Background: an optimization exercise with open tools, aiming at small area. Do not read the settings as production practice. At most, simulation tests tie the RTL to the original design; equivalence was not proved. Power figures rest on the tool's default switching activity, not on a simulated workload.

==> wip/tundra <==
==> flow/design.v <==
package motion_pkg;
    localparam int AXES = 5;
    localparam int MOVE_W = AXES * 64;
    typedef logic signed [31:0] steps_t;
endpackage
module move_fifo #(
    parameter int  DEPTH = 8,
    parameter int  W     = 320,
    localparam int AW    = $clog2(DEPTH)
) (
    input  logic          clk,
    input  logic          reset,
    input  logic          push_i,    
    input  logic [W-1:0]  data_i,
    input  logic          pop_i,     
    input  logic          ld_i,      
    input  logic          flush_i,
    output logic [W-1:0]  data_o,
    output logic [AW:0]   count_o
);
    logic [W-1:0]  mem_q [0:DEPTH-1];
    logic [AW-1:0] wr_ptr_q;
    logic [AW-1:0] rd_ptr_q;
    logic [AW:0]   count_q;
    logic          do_push;
    logic          do_pop;
    assign count_o = count_q;
    assign do_push = push_i && !flush_i;
    assign do_pop  = pop_i && !flush_i;
    always_ff @(posedge clk) begin
        for (int i = 0; i < DEPTH; i++) begin
            if (do_push && (wr_ptr_q == AW'(i))) begin
                mem_q[i] <= data_i;
            end
        end
    end
    always_comb begin
        data_o = '0;
        for (int i = 0; i < DEPTH; i++) begin
            data_o = data_o | (mem_q[i] & {W{ld_i && (rd_ptr_q == AW'(i))}});
        end
    end
    always_ff @(posedge clk) begin
        if (reset || flush_i) begin
            wr_ptr_q <= '0;
            rd_ptr_q <= '0;
            count_q  <= '0;
        end else begin
            if (do_push) begin
                wr_ptr_q <= wr_ptr_q + 1'b1;
            end
            if (do_pop) begin
                rd_ptr_q <= rd_ptr_q + 1'b1;
            end
            if (do_push && !do_pop) begin
                count_q <= count_q + 1'b1;
            end else if (!do_push && do_pop) begin
                count_q <= count_q - 1'b1;
            end
        end
    end
endmodule
module motion_queue_sequencer #(
    parameter int  DEPTH = 8,
    localparam int AW    = $clog2(DEPTH)
) (
    input  logic               clk,
    input  logic               reset,
    input  logic               cmd_valid,
    output logic               cmd_ready,
    input  logic [31:0]        cmd_speed_x,
    input  logic [31:0]        cmd_speed_y,
    input  logic [31:0]        cmd_speed_z,
    input  logic [31:0]        cmd_speed_e0,
    input  logic [31:0]        cmd_speed_e1,
    input  logic signed [31:0] cmd_num_x,
    input  logic signed [31:0] cmd_num_y,
    input  logic signed [31:0] cmd_num_z,
    input  logic signed [31:0] cmd_num_e0,
    input  logic signed [31:0] cmd_num_e1,
    input  logic               abort,
    input  logic               clear_error,
    output logic [31:0]        speed_x_main,
    output logic [31:0]        speed_y_main,
    output logic [31:0]        speed_z_main,
    output logic [31:0]        speed_e0_main,
    output logic [31:0]        speed_e1_main,
    output logic signed [31:0] num_x_m,
    output logic signed [31:0] num_y_m,
    output logic signed [31:0] num_z_m,
    output logic signed [31:0] num_e0_m,
    output logic signed [31:0] num_e1_m,
    output logic               start_driving_main,
    input  logic               finish,
    input  logic               error,
    input  logic [31:0]        num_x_now,
    input  logic [31:0]        num_y_now,
    input  logic [31:0]        num_z_now,
    input  logic [31:0]        num_e0_now,
    input  logic [31:0]        num_e1_now,
    output logic signed [31:0] pos_x,
    output logic signed [31:0] pos_y,
    output logic signed [31:0] pos_z,
    output logic signed [31:0] pos_e0,
    output logic signed [31:0] pos_e1,
    input  logic               pos_load,
    input  logic signed [31:0] pos_load_x,
    input  logic signed [31:0] pos_load_y,
    input  logic signed [31:0] pos_load_z,
    input  logic signed [31:0] pos_load_e0,
    input  logic signed [31:0] pos_load_e1,
    output logic               busy,
    output logic               halted,
    output logic [AW:0]        count,
    output logic [31:0]        moves_done
);
    localparam int W = motion_pkg::MOVE_W;
    localparam logic [2:0] ST_IDLE    = 3'd0;
    localparam logic [2:0] ST_LOAD    = 3'd1;
    localparam logic [2:0] ST_RUN     = 3'd2;
    localparam logic [2:0] ST_RELEASE = 3'd3;
    localparam logic [2:0] ST_HALT    = 3'd4;
    logic [2:0]   state_q;
    logic [2:0]   state_d;
    logic         s_idle, s_load, s_run, s_rel, s_halt;
    logic [W-1:0] cmd_in;
    logic [W-1:0] head_ld;
    logic [W-1:0] move_q;
    logic [31:0]  moves_done_q;
    logic         abort_act;
    logic         go_halt;
    logic         fifo_flush;
    logic         fifo_push;
    logic         ld;
    logic         interrupt;
    assign s_idle = (state_q == ST_IDLE);
    assign s_load = (state_q == ST_LOAD);
    assign s_run  = (state_q == ST_RUN);
    assign s_rel  = (state_q == ST_RELEASE);
    assign s_halt = (state_q == ST_HALT);
    assign cmd_in = {cmd_num_e1, cmd_num_e0, cmd_num_z, cmd_num_y, cmd_num_x,
                     cmd_speed_e1, cmd_speed_e0, cmd_speed_z, cmd_speed_y, cmd_speed_x};
    assign abort_act  = abort && !s_halt;
    assign go_halt    = (s_run && finish && error && !abort) || (s_halt && !clear_error);
    assign fifo_flush = abort_act || go_halt;
    assign cmd_ready  = !count[3] && !s_halt;
    assign fifo_push  = cmd_valid && cmd_ready && !abort_act;
    assign ld         = s_load && !abort_act;
    assign interrupt  = s_run && (abort || (finish && error));
    move_fifo #(.DEPTH(DEPTH), .W(W)) u_fifo (
        .clk     (clk),
        .reset   (reset),
        .push_i  (fifo_push),
        .data_i  (cmd_in),
        .pop_i   (s_load),
        .ld_i    (ld),
        .flush_i (fifo_flush),
        .data_o  (head_ld),
        .count_o (count)
    );
    always_comb begin
        state_d = state_q;
        case (state_q)
            ST_IDLE:    if (count != '0) state_d = ST_LOAD;
            ST_LOAD:    state_d = ST_RUN;
            ST_RUN:     if (finish) state_d = error ? ST_HALT : ST_RELEASE;
            ST_RELEASE: state_d = ST_IDLE;
            ST_HALT:    if (clear_error) state_d = ST_IDLE;
            default:    state_d = ST_IDLE;
        endcase
        if (abort_act) begin
            state_d = ST_IDLE;
        end
    end
    always_ff @(posedge clk) begin
        if (reset) begin
            state_q <= ST_IDLE;
        end else begin
            state_q <= state_d;
        end
    end
    assign start_driving_main = s_run;
    assign halted             = s_halt;
    assign busy               = !s_idle || (count != '0);
    always_ff @(posedge clk) begin
        move_q <= head_ld | (move_q & {W{!ld}});
    end
    always_ff @(posedge clk) begin
        if (reset) begin
            moves_done_q <= '0;
        end else if (s_run && finish && !error && !abort) begin
            moves_done_q <= moves_done_q + 1'b1;
        end
    end
    assign moves_done    = moves_done_q;
    assign speed_x_main  = move_q[0*32 +: 32];
    assign speed_y_main  = move_q[1*32 +: 32];
    assign speed_z_main  = move_q[2*32 +: 32];
    assign speed_e0_main = move_q[3*32 +: 32];
    assign speed_e1_main = move_q[4*32 +: 32];
    assign num_x_m       = move_q[5*32 +: 32];
    assign num_y_m       = move_q[6*32 +: 32];
    assign num_z_m       = move_q[7*32 +: 32];
    assign num_e0_m      = move_q[8*32 +: 32];
    assign num_e1_m      = move_q[9*32 +: 32];
    logic [4:0][31:0] pos_q;
    logic [4:0][31:0] pos_load_vec;
    logic [4:0][31:0] now_vec;
    logic [4:0][31:0] num_vec;
    logic             p_load;
    logic             p_rel;
    logic             p_int;
    assign pos_load_vec = {pos_load_e1, pos_load_e0, pos_load_z, pos_load_y, pos_load_x};
    assign now_vec      = {num_e1_now, num_e0_now, num_z_now, num_y_now, num_x_now};
    assign num_vec      = move_q[W-1:W/2];
    assign p_load = !reset && pos_load && (s_idle || s_halt);
    assign p_rel  = !reset && s_rel;
    assign p_int  = !reset && interrupt;
    for (genvar a = 0; a < 5; a++) begin : g_pos
        logic        neg;
        logic [31:0] opa;
        logic [31:0] opb;
        logic [31:0] sum;
        assign neg = p_int && num_vec[a][31];
        assign opa = pos_q[a] & {32{!(reset || p_load)}};
        assign opb = ({32{p_rel}}  & num_vec[a])
                   | ({32{p_int}}  & (now_vec[a] ^ {32{neg}}))
                   | ({32{p_load}} & pos_load_vec[a]);
        assign sum = opa + opb + {31'd0, neg};
        always_ff @(posedge clk) begin
            pos_q[a] <= sum;
        end
    end
    assign pos_x  = pos_q[0];
    assign pos_y  = pos_q[1];
    assign pos_z  = pos_q[2];
    assign pos_e0 = pos_q[3];
    assign pos_e1 = pos_q[4];
endmodule
==> flow/flow/run.sh <==
#!/bin/bash
# Own layout flow: the standard ORFS flow (standard.sh), with
#  - the port buffers made with the smallest buffer (buf_1) instead of
#    buffer_ports' default choice,
#  - clock tree synthesis without dummy loads, with smaller leaf buffers.
# Every tool's output stays in orfs/logs/; make's own output goes to make_finish.log.
set -euo pipefail
export BUFFER_PORTS_ARGS="-buffer_cell sky130_fd_sc_hd__buf_1"
export CTS_ARGS="-sink_clustering_enable -repair_clock_nets -dont_use_dummy_load -root_buf sky130_fd_sc_hd__clkbuf_16 -buf_list sky130_fd_sc_hd__clkbuf_8 -sink_clustering_size 16 -sink_clustering_max_diameter 50"
bash standard.sh "BUFFER_PORTS_ARGS=$BUFFER_PORTS_ARGS" "CTS_ARGS=$CTS_ARGS" finish > make_finish.log 2>&1
==> flow/standard.sh <==
#!/bin/bash
# synth_recipe.tcl (not shown) runs the flow's synth.tcl, then flattens the netlist and writes it again
# the make line also repeats each setting of config.mk as NAME=value (left out here)
make -C /OpenROAD-flow-scripts/flow DESIGN_CONFIG=/design/flow/config.mk WORK_HOME=/design/flow/orfs CLKGATE_MAP_FILE= SYNTH_SCRIPT=/design/flow/synth_recipe.tcl "${@:-finish}"
==> flow/config.mk <==
export PLATFORM = sky130hd
export DESIGN_NAME = motion_queue_sequencer
export DESIGN_NICKNAME = motion_queue_sequencer
export VERILOG_FILES = /design/flow/design.v
export SDC_FILE = /design/flow/constraint.sdc
export NUM_CORES = 4
export LEC_CHECK = 0
export CAP_MARGIN = 20
export CORE_MARGIN = 2
export CORE_UTILIZATION = 70
export PLACE_DENSITY = 0.78
export SLEW_MARGIN = 20
==> flow/constraint.sdc <==
create_clock -name core_clock -period 8.0 [get_ports {clk}]
set_input_delay 1.6000 -clock core_clock [delete_from_list [all_inputs] [get_ports {clk}]]
set_output_delay 1.6000 -clock core_clock [all_outputs]
set_load 0.01 [all_outputs]
==> wip/umber (differences from wip/tundra) <==
--- a/flow/design.v
+++ b/flow/design.v
@@ -228,3 +228,12 @@
                    | ({32{p_load}} & pos_load_vec[a]);
-        assign sum = opa + opb + {31'd0, neg};
+        logic [31:0] p, g;
+        logic [32:0] cy;
+        assign p     = opa ^ opb;
+        assign g     = opa & opb;
+        assign cy[0] = neg;
+        for (genvar i = 0; i < 32; i += 2) begin : g_pair
+            assign cy[i+1] = g[i] | (p[i] & cy[i]);
+            assign cy[i+2] = g[i+1] | (p[i+1] & g[i]) | (p[i+1] & p[i] & cy[i]);
+        end
+        assign sum = p ^ cy[31:0];
         always_ff @(posedge clk) begin
--- a/flow/flow/run.sh
+++ b/flow/flow/run.sh
@@ -8,3 +8,3 @@
 export BUFFER_PORTS_ARGS="-buffer_cell sky130_fd_sc_hd__buf_1"
-export CTS_ARGS="-sink_clustering_enable -repair_clock_nets -dont_use_dummy_load -root_buf sky130_fd_sc_hd__clkbuf_16 -buf_list sky130_fd_sc_hd__clkbuf_8 -sink_clustering_size 16 -sink_clustering_max_diameter 50"
+export CTS_ARGS="-sink_clustering_enable -repair_clock_nets -dont_use_dummy_load -root_buf sky130_fd_sc_hd__clkbuf_16 -buf_list sky130_fd_sc_hd__clkbuf_8 -sink_clustering_size 18 -sink_clustering_max_diameter 50"
 bash standard.sh "BUFFER_PORTS_ARGS=$BUFFER_PORTS_ARGS" "CTS_ARGS=$CTS_ARGS" finish > make_finish.log 2>&1
--- a/flow/config.mk
+++ b/flow/config.mk
@@ -9,4 +9,4 @@
 export CORE_MARGIN = 2
-export CORE_UTILIZATION = 70
-export PLACE_DENSITY = 0.78
+export CORE_UTILIZATION = 60
+export PLACE_DENSITY = 0.68
 export SLEW_MARGIN = 20
==> wip/lagoon (differences from wip/tundra) <==
--- a/flow/design.v
+++ b/flow/design.v
@@ -209,5 +209,2 @@
     logic [4:0][31:0] num_vec;
-    logic             p_load;
-    logic             p_rel;
-    logic             p_int;
     assign pos_load_vec = {pos_load_e1, pos_load_e0, pos_load_z, pos_load_y, pos_load_x};
@@ -215,18 +212,17 @@
     assign num_vec      = move_q[W-1:W/2];
-    assign p_load = !reset && pos_load && (s_idle || s_halt);
-    assign p_rel  = !reset && s_rel;
-    assign p_int  = !reset && interrupt;
     for (genvar a = 0; a < 5; a++) begin : g_pos
         logic        neg;
-        logic [31:0] opa;
-        logic [31:0] opb;
+        logic [31:0] opnd;
         logic [31:0] sum;
-        assign neg = p_int && num_vec[a][31];
-        assign opa = pos_q[a] & {32{!(reset || p_load)}};
-        assign opb = ({32{p_rel}}  & num_vec[a])
-                   | ({32{p_int}}  & (now_vec[a] ^ {32{neg}}))
-                   | ({32{p_load}} & pos_load_vec[a]);
-        assign sum = opa + opb + {31'd0, neg};
+        assign neg  = num_vec[a][31] && !s_rel;
+        assign opnd = s_rel ? num_vec[a] : (now_vec[a] ^ {32{neg}});
+        assign sum  = pos_q[a] + opnd + {31'd0, neg};
         always_ff @(posedge clk) begin
-            pos_q[a] <= sum;
+            if (reset) begin
+                pos_q[a] <= '0;
+            end else if (pos_load && (s_idle || s_halt)) begin
+                pos_q[a] <= pos_load_vec[a];
+            end else if (s_rel || interrupt) begin
+                pos_q[a] <= sum;
+            end
         end
==> flow/flow/run.sh (replaced) <==
#!/bin/bash
# Own layout flow: the standard ORFS flow, with
#  - the port buffers made with the smallest buffer (buf_1) instead of
#    buffer_ports' default choice,
#  - clock tree synthesis without dummy loads.
# Every tool's output stays in orfs/logs; make's own output goes to make_finish.log.
set -euo pipefail
export BUFFER_PORTS_ARGS="-buffer_cell sky130_fd_sc_hd__buf_1"
export CTS_ARGS="-sink_clustering_enable -repair_clock_nets -dont_use_dummy_load"
bash standard.sh "BUFFER_PORTS_ARGS=$BUFFER_PORTS_ARGS" "CTS_ARGS=$CTS_ARGS" finish > make_finish.log 2>&1
--- a/flow/config.mk
+++ b/flow/config.mk
@@ -9,4 +9,3 @@
 export CORE_MARGIN = 2
-export CORE_UTILIZATION = 70
-export PLACE_DENSITY = 0.78
+export CORE_UTILIZATION = 40
 export SLEW_MARGIN = 20
==> summary.txt <==
wip/tundra ran to the end with no violations. wip/umber passed the timing, DRC and antenna checks. wip/lagoon finished clean. Die area: wip/lagoon > wip/umber > wip/tundra. The highest clock skew belongs to wip/umber, the lowest to wip/tundra. Of wip/lagoon and wip/umber, wip/lagoon has the higher combinational power (gap 88%, measured against wip/umber). Worst hold slack, lowest first: wip/lagoon, wip/umber, wip/tundra. Utilization, lowest first: wip/lagoon, wip/umber, wip/tundra. In wip/umber the sequential power is higher than in wip/tundra, by about 2%.
==> figures <==
item                                                                            wip/umber             wip/lagoon              wip/tundra
Fin Clk Skew                                                                     91.31 ps               86.09 ps                82.07 ps
Stages on worst setup path                                                             18                     16                      15
Portion of netlist area occupied by mux cells                                    0.01735%                0.1019%                0.03454%
Initial Utilization                                                                60.54%                 40.16%                  70.41%
Cell type of the slowest stage on the worst timing path            sky130_fd_sc_hd__or3_4  sky130_fd_sc_hd__fa_1  sky130_fd_sc_hd__or3_4
Share of the synthesized netlist area taken by xor and xnor gates                  2.035%                 2.370%                  2.448%
Power in the clock group                                                        0.00724 W               0.0127 W               0.00721 W
Power drawn by the combinational cells                                          0.00429 W              0.00808 W               0.00431 W
Floorplan Core Area                                                           0.1906 mm^2            0.2936 mm^2             0.1646 mm^2
Run status                                               no timing/DRC/antenna violations  no timing/DRC/antenna violations  no timing/DRC/antenna violations
Combined buffer and inverter count along the critical path                              3                      2                       2
Multi-input logic portion of the cell area                                         20.26%                 20.97%                  21.18%
Die width                                                                        442.5 um               546.9 um                410.9 um
Beginning of the worst hold path                                      u_fifo.mem_q[5][26]   u_fifo.mem_q[6][298]    u_fifo.mem_q[0][296]
For wip/lagoon, only the layout was checked, not whether the RTL still works.

afterwards: timing with drivers on the ports:
No port has a modelled driver above. Below, the same layouts with a new extraction and two added sets of constraints.
Step 1 sets driving cells, clkbuf_16 on the clock port and buf_2 on the other inputs (assumed; they add their load-dependent delay and slew).
Step 2 times the ports against the registers' clock, not the clock port: input delays grow and output delays shrink by t, the midpoint of the rising clock arrivals with the driver on.
a / b / c = no drivers / after step 1 / after step 2; a / b = the first two.
| run | t, ns | slack for setup (ns) | worst setup path after step 2 |
|---|---|---|---|
| wip/tundra | 0.938 | 2.639 / 2.682 / 1.744 | input to register |
| wip/umber | 0.930 | 1.883 / 1.955 / 1.025 | input to register |
| wip/lagoon | 0.972 | 2.473 / 2.473 / 2.201 | input to register |
After both steps every run listed still meets setup and hold. For wip/tundra, which loses most, drivers alone change the setup slack by +0.043 ns; drivers and shift together by -0.895 ns.
